This design comes from an exercise in tuning for small area, a short achievable clock period and few clock cycles on the open sky130 flow, not from production work. In this exercise RTL edits were held to simulation tests only and were not proved equivalent to the original.

## flow/config.mk

```make
export PLATFORM = sky130hd
export DESIGN_NAME = mdu_seq
export DESIGN_NICKNAME = mdu_seq
export VERILOG_FILES = /design/flow/design.v
export SDC_FILE = /design/flow/constraint.sdc
export NUM_CORES = 4
export LEC_CHECK = 0
export CAP_MARGIN = 20
export CORE_MARGIN = 2
export CORE_UTILIZATION = 40
export SLEW_MARGIN = 20
```

## flow/constraint.sdc

```tcl
create_clock -name core_clock -period 8.0 [get_ports {clk}]
set_input_delay 1.6000 -clock core_clock [delete_from_list [all_inputs] [get_ports {clk}]]
set_output_delay 1.6000 -clock core_clock [all_outputs]
set_load 0.01 [all_outputs]
```

## flow/design.v

```verilog
module mdu_seq #(
  parameter int XLEN = 64
) (
  input  logic            clk,
  input  logic            rst,
  input  logic            start,
  input  logic [2:0]      mdu_op,
  input  logic            word,
  input  logic [XLEN-1:0] op1,
  input  logic [XLEN-1:0] op2,
  input  logic            flush,
  output logic            busy,
  output logic            stall_req,
  output logic            done,
  output logic [XLEN-1:0] result
);
  localparam logic [2:0] P_IDLE = 3'd0, P_STEP = 3'd1, P_NEG = 3'd2, P_MOVE = 3'd3,
                         P_DONE = 3'd4;
  logic [2:0]  ph;
  logic [64:0] H;           
  logic [63:0] L;           
  logic [63:0] B;           
  logic [6:0]  cnt;         
  logic        xprev;       
  logic        is_div, wrd, bsg;   
  logic        corr;        
  logic        hi_res;      
  logic        nega, negq;  
  function automatic logic [63:0] sx32(input logic [31:0] v);
    sx32 = {{32{v[31]}}, v};
  endfunction
  logic        ld_sa, ld_sb, ld_swap, ld_nega, ld_negb;
  logic [63:0] ld_a, ld_b, ld_x, ld_m, ld_l;
  logic [1:0]  cls_a, cls_b;
  logic        a16, a32, ld_bz;
  logic [6:0]  ld_cnt;
  function automatic logic [1:0] mcls(input logic [63:0] v);
    if (v[63:15] == '0 || v[63:15] == '1)      mcls = 2'd0;
    else if (v[63:31] == '0 || v[63:31] == '1) mcls = 2'd1;
    else                                       mcls = 2'd2;
  endfunction
  always_comb begin
    if (mdu_op[2]) begin
      ld_sa = ~mdu_op[0];
      ld_sb = ~mdu_op[0];
    end else begin
      ld_sa = word | (mdu_op[1:0] != 2'b11);
      ld_sb = word | ~mdu_op[1];
    end
    ld_a = word ? (ld_sa ? sx32(op1[31:0]) : {32'd0, op1[31:0]}) : op1;
    ld_b = word ? (ld_sb ? sx32(op2[31:0]) : {32'd0, op2[31:0]}) : op2;
    cls_a   = mcls(ld_a);
    cls_b   = mcls(ld_b);
    ld_swap = (cls_a < cls_b);
    ld_x    = ld_swap ? ld_a : ld_b;
    ld_m    = ld_swap ? ld_b : ld_a;
    ld_nega = ld_sa & ld_a[63];
    ld_negb = ld_sb & ld_b[63];
    ld_bz = (ld_b == '0);
    a16 = ~ld_bz & (ld_nega ? (ld_a[63:15] == '1) : (ld_a[63:16] == '0));
    a32 = (~ld_bz | word) & (ld_nega ? (ld_a[63:31] == '1) : (ld_a[63:32] == '0));
    if (a16)      begin ld_l = {ld_a[15:0], 48'd0}; ld_cnt = 7'd16; end
    else if (a32) begin ld_l = {ld_a[31:0], 32'd0}; ld_cnt = 7'd32; end
    else          begin ld_l = ld_a;                ld_cnt = 7'd64; end
    if (!mdu_op[2]) begin
      ld_l   = ld_x;
      ld_cnt = 7'd64;
    end
  end
  logic [2:0]  bd;           
  logic        m_skip, d_skip, bzero;
  logic [66:0] add_a, add_b, sum;
  logic        add_inv;
  logic [66:0] bext;
  logic [63:0] bb, dmask;
  logic [71:0] rafter;
  logic        ge, run;
  always_comb begin
    bd     = {L[1], L[0], xprev};
    m_skip = (cnt >= 7'd16) && (({L[15:0], xprev} == '0) || ({L[15:0], xprev} == '1));
    bzero  = (B == '0);
    bb     = bsg ? ~B : B;
    run = 1'b1;
    for (int j = 63; j >= 0; j--) begin
      dmask[j] = run;
      run      = run & ~bb[j];
    end
    rafter = {H[63:0], L[63:56]};
    d_skip = (cnt >= 7'd8) && !bzero && (rafter[71:64] == '0) && ((rafter[63:0] & dmask) == '0);
    bext   = {{3{bsg & B[63]}}, B};
    add_a   = '0;
    add_b   = '0;
    add_inv = 1'b0;
    if (ph == P_STEP && !is_div) begin
      add_a = {{2{H[64]}}, H};
      case (bd)
        3'b001, 3'b010: add_b = bext;
        3'b101, 3'b110: begin add_b = bext; add_inv = 1'b1; end
        3'b011:         add_b = {bext[65:0], 1'b0};
        3'b100:         begin add_b = {bext[65:0], 1'b0}; add_inv = 1'b1; end
        default:        add_b = '0;
      endcase
    end else if (ph == P_STEP) begin
      add_a   = {2'b00, H[63:0], L[63]};
      add_b   = bext;
      add_inv = ~bsg;
    end else if (ph == P_MOVE) begin
      add_a = {{2{H[64]}}, H};
      add_b = corr ? bext : '0;
    end else begin  
      add_b   = {3'b000, L};
      add_inv = 1'b1;
    end
    sum = add_a + (add_b ^ {67{add_inv}}) + {66'd0, add_inv};
    ge  = ~sum[66];
  end
  logic [6:0] cnt_n;
  logic       fin_step;
  always_comb begin
    if (!is_div) cnt_n = cnt - (m_skip ? 7'd16 : 7'd2);
    else         cnt_n = cnt - (d_skip ? 7'd8 : 7'd1);
    fin_step = (cnt_n == 7'd0);
  end
  always_ff @(posedge clk or posedge rst) begin
    if (rst) begin
      ph   <= P_IDLE;
      done <= 1'b0;
    end else begin
      done <= 1'b0;
      case (ph)
        P_IDLE: if (start && !flush) begin
          ph <= (mdu_op[2] && ld_nega) ? P_NEG : P_STEP;
        end
        P_STEP: if (flush) ph <= P_IDLE;
          else if (fin_step) begin
            if (hi_res) ph <= P_MOVE;
            else if (is_div && negq && !bzero) ph <= P_NEG;
            else begin ph <= P_DONE; done <= 1'b1; end
          end
        P_NEG: if (flush) ph <= P_IDLE;
          else if (cnt == 7'd0) begin ph <= P_DONE; done <= 1'b1; end
          else ph <= P_STEP;
        P_MOVE: if (flush) ph <= P_IDLE;
          else if (is_div && nega) ph <= P_NEG;
          else begin ph <= P_DONE; done <= 1'b1; end
        default: ph <= P_IDLE;
      endcase
    end
  end
  always_ff @(posedge clk) begin
    H <= '0;
    L <= ld_l;
    case (ph)
      P_IDLE: begin
        B      <= mdu_op[2] ? ld_b : ld_m;
        cnt    <= ld_cnt;
        xprev  <= 1'b0;
        is_div <= mdu_op[2];
        wrd    <= word;
        bsg    <= mdu_op[2] ? ld_negb : (ld_swap ? ld_sb : ld_sa);
        corr   <= ~mdu_op[2] & ~(ld_swap ? ld_sa : ld_sb) & ld_x[63];
        hi_res <= mdu_op[2] ? mdu_op[1] : (~word & (mdu_op[1:0] != 2'b00));
        nega   <= ld_nega;
        negq   <= ld_nega ^ ld_negb;
      end
      P_STEP: begin
        cnt <= cnt_n;
        if (!is_div) begin
          if (m_skip) begin
            H     <= {{16{H[64]}}, H[64:16]};
            L     <= {H[15:0], L[63:16]};
            xprev <= L[15];
          end else begin
            H     <= sum[66:2];
            L     <= {sum[1:0], L[63:2]};
            xprev <= L[1];
          end
        end else begin
          if (d_skip) begin
            H <= {1'b0, H[55:0], L[63:56]};
            L <= {L[55:0], 8'd0};
          end else begin
            H <= {1'b0, ge ? sum[63:0] : add_a[63:0]};
            L <= {L[62:0], ge};
          end
        end
      end
      P_NEG, P_MOVE: L <= sum[63:0];
      default: ;
    endcase
  end
  assign busy      = (ph != P_IDLE);
  assign stall_req = (start & ~busy) | (busy & ~done);
  assign result    = {wrd ? {32{L[31]}} : L[63:32], L[31:0]};
endmodule
```

## flow/run.sh

```bash
#!/bin/bash
# synth_recipe.tcl (not shown) runs the flow's synth.tcl, then flattens the netlist and writes it again
# the make line also repeats each setting of config.mk as NAME=value (left out here)
make -C /OpenROAD-flow-scripts/flow DESIGN_CONFIG=/design/flow/config.mk WORK_HOME=/design/flow/orfs CLKGATE_MAP_FILE= SYNTH_SCRIPT=/design/flow/synth_recipe.tcl finish
```

==> results.txt <==
worst-path fanout max 21; Rows 88; Post-CTS Resized 0; routed via count 27528; outcome timing/DRC/antenna clean; multi-input logic area 0.0166 mm^2; clock slew at reported path FFs 0.08 ns; DRT Pass-1 Iters 9; post-synthesis mux area share 8.62%; hpwl dp 98500 um; Synth Net Count 3345; Slew Limit Fails 0; Syn Area/Cell 7.44 um^2; Worst path max stage delay 0.74 ns; I/O pins 203; hold violation count in the final report 0; pin slew with the least headroom to its limit 1.21 ns; FMAX 142 MHz; register bit total from synthesis 212; core area 0.0576 mm^2; worst hold path type reg2reg; post-DR wirelength/cell 33.2 um; layout net count 3330; worst skew pair latency 0.60 ns; layout cells sized above 1 6.69%; first-pass GRT wire length 183000 um; Final Cycle Share 88.1%; Synth Area in Compound Gates 32.6%; die area 0.0602 mm^2; Req. time, crit path 8.44 ns; Top delay family on crit path compound AO/OA/AOI/OAI gates; Final Util 45.9%; Die H 245 um; CTS Buffer Depth 3; most frequent cell after synthesis nand2_1; Synth Area in Adders 4.20%; Die X 245 um; GP Congestion 1.08; Post-Route WL 130000 um; Port Buf Inserts 202; Seq/Total Area, Yosys 21.7%; WS Path Type reg2reg; DR iter-0 viols 4716; Area Overhead vs Synth 13.6%; Max Cap Violations 0; CP Capture Type flip-flop; Syn Inst Count 3132; RSZ-0062 raised after global routing no; antenna-violating nets left 0; register area 0.00505 mm^2; Most used DFF post-synth dfxtp_1; largest family of logic cells by synthesized area compound AO/OA/AOI/OAI gates; Worst setup SP type flip-flop; GR Overflow Total 0; Synth top area share 11.1%; Yosys cell types 95; starting density of the core 40.4%; hold buffer count at CTS 0; crit path buf inv count 3; Syn. warnings 1; Synth Area in Simple Gates 20.4%; Final Non-Filler Cells 3907; vias per cell 7.05; gr usage total 41.3%; clk sink count 212; Synth area leader dfxtp_1; DRC Markers 0; vias in the first global route 25022; Fillers 5775; setup TNS 0 ns; Clock Skew 0.0317 ns; synth cell count leaders nand2_1, a21oi_1, o21ai_0, clkbuf_1, nand3_1; Post-synth EDFFs 79; largest net degree at the start of global routing 72; post-CTS setup buffer count 0; Synth Cell Area 0.0233 mm^2; crit path cell chain inv_1 -> ha_1 -> nor3_1 -> o22ai_1 -> nor2_4 -> buf_4 -> xnor2_1 -> ha_1 -> nor2b_1 -> o31a_1 -> o41ai_1 -> o21ba_2 -> o311a_1 -> a21oi_1 -> o21ai_1 -> nor2b_2 -> buf_4 -> nor2_2 -> a221oi_1 -> a21oi_1; final setup fails 0; minimum clock period 7.05 ns; XOR/XNOR Fraction of Synth Area 5.15%; CTS HTree Levels 1; CTS tree yes; CTS root buffer clkbuf_16; Rel. slew slack 18.3%; fraction of registers with async set/reset 1.89%; initial antenna violation count 2; Synth area leaders dfxtp_1, edfxtp_1, nand2_1; CTS buffer count 27; placed instance count 3852; WP data arrival 7.49 ns; Crit-path slowest cell dfxtp_1
-- state kept, by name, indices dropped and copies added, names as in the netlist --
signal	count
B	64
H	65
L	64
bsg	1
cnt	7
corr	1
done	1
hi_res	1
is_div	1
nega	1
negq	1
ph	3
wrd	1
xprev	1
-- worst paths after layout --
path                        from     to  slack (ns)  cells past startpoint
setup / recovery            L[0]  H[53]        0.95                     20
hold / removal             H[55]  H[39]        0.58                      2
setup reg to reg            L[0]  H[53]        0.95                     20
hold reg to reg            H[55]  H[39]        0.58                      2
max in group asynchronous    rst  ph[0]        6.64                      2
min in group asynchronous    rst   done        1.21                      2
-- cell type report --
class                           instances  share of cell area (%)
Antenna cell                            4                  0.0378
Inverter                               93                    1.32
Clock buffer                           32                    2.70
Sequential cell                       212                    19.1
Tap cell                              765                    3.62
Timing Repair Buffer                  257                    9.26
Multi-Input combinational cell       2526                    62.9
Clock inverter                         18                    1.06
-- logic make-up (layout without fill, tap and decap cells) --
| logic type | Yosys count | after routing |
|---|---|---|
| AOI/OAI and AO/OA | 1128 | 1128 |
| buffers and inverters | 394 | 400 |
| DFF | 212 | 212 |
| adders and majority gates | 77 | 77 |
| muxes | 194 | 194 |
| xor gates and xnor gates | 136 | 136 |
| other | 0 | 4 |
| and+or+nand+nor | 991 | 991 |
-- cells in the final DEF, fill, tap and decap left out, types with 36 or more instances in the layout --
cell type        instances
a31oi_1                 43
edfxtp_1                79
a21o_1                  47
o211ai_1               118
a22o_1                  61
nor4_1                  47
mux2i_1                141
a22oi_1                 73
nand3_1                158
dfxtp_1                129
o21ai_0                203
nor3_1                  36
nand4_1                 50
nor2_1                 129
inv_1                   89
mux2_2                  53
nand2_1                400
clkdlybuf4s50_1        201
a21oi_1                261
xnor2_1                102
a221oi_1                88
buf_4                   53
ha_1                    74
-- through the flow --
step	area [um^2]	hold slack [ns]	setup slack, ns
6_report	26400	0.576	0.951
5_1_grt	26400	0.574	0.941
4_1_cts	26400	0.563	1.12
3_5_place_dp	25400	0.551	1.19
3_3_place_gp	25400	0.544	1.09
2_1_floorplan	23300	0.473	2.84
-- layer usage --
metal  global-route usage, %  share of wire, %  routed length, um
met5                       0                 0                  0
met1                    57.8                41              53500
met2                    57.2                40              51200
met3                    11.3                13              16600
met4                    21.7               6.4               8260
-- worst register-to-register path, cell delays in order, from the launching register on --
cell and delay [ns]:
dfxtp_1 0.74, inv_1 0.19, ha_1 0.24, nor3_1 0.49, o22ai_1 0.29, nor2_4 0.51
buf_4 0.37, xnor2_1 0.12, ha_1 0.33, nor2b_1 0.16, o31a_1 0.29, o41ai_1 0.64
o21ba_2 0.30, o311a_1 0.37, a21oi_1 0.21, o21ai_1 0.48, nor2b_2 0.26, buf_4 0.29
nor2_2 0.18, a221oi_1 0.33, a21oi_1 0.11
Testbench counts, summed over its fixed seeds: cycles 70,242.

==> re-timing with driven ports <==
In the flow no input, the clock included, has a driving cell. The finished layout below was timed again as built, in two steps. Step 1 (the two cells are an assumption about what drives the block):
set clk [get_ports {clk}]
set_driving_cell -lib_cell sky130_fd_sc_hd__clkbuf_16 $clk
set_driving_cell -lib_cell sky130_fd_sc_hd__buf_2 [delete_from_list [all_inputs] $clk]
Step 2 also shifts input and output timing later by t, the mid clock arrival at the registers, as if the neighbouring blocks saw the same clock. Slacks: ideal / step 1 / step 2; pairs: ideal / step 1.
t (ns): 0.646
slack for setup (ns): 0.951 / 0.951 / 0.951
hold slack, ns: 0.576 / 0.576 / 0.576
pins driven straight from the clock port: 1
After both steps this run still meets setup and hold. For this run, drivers alone change the setup slack by 0.000 ns; drivers and shift together by 0.000 ns.
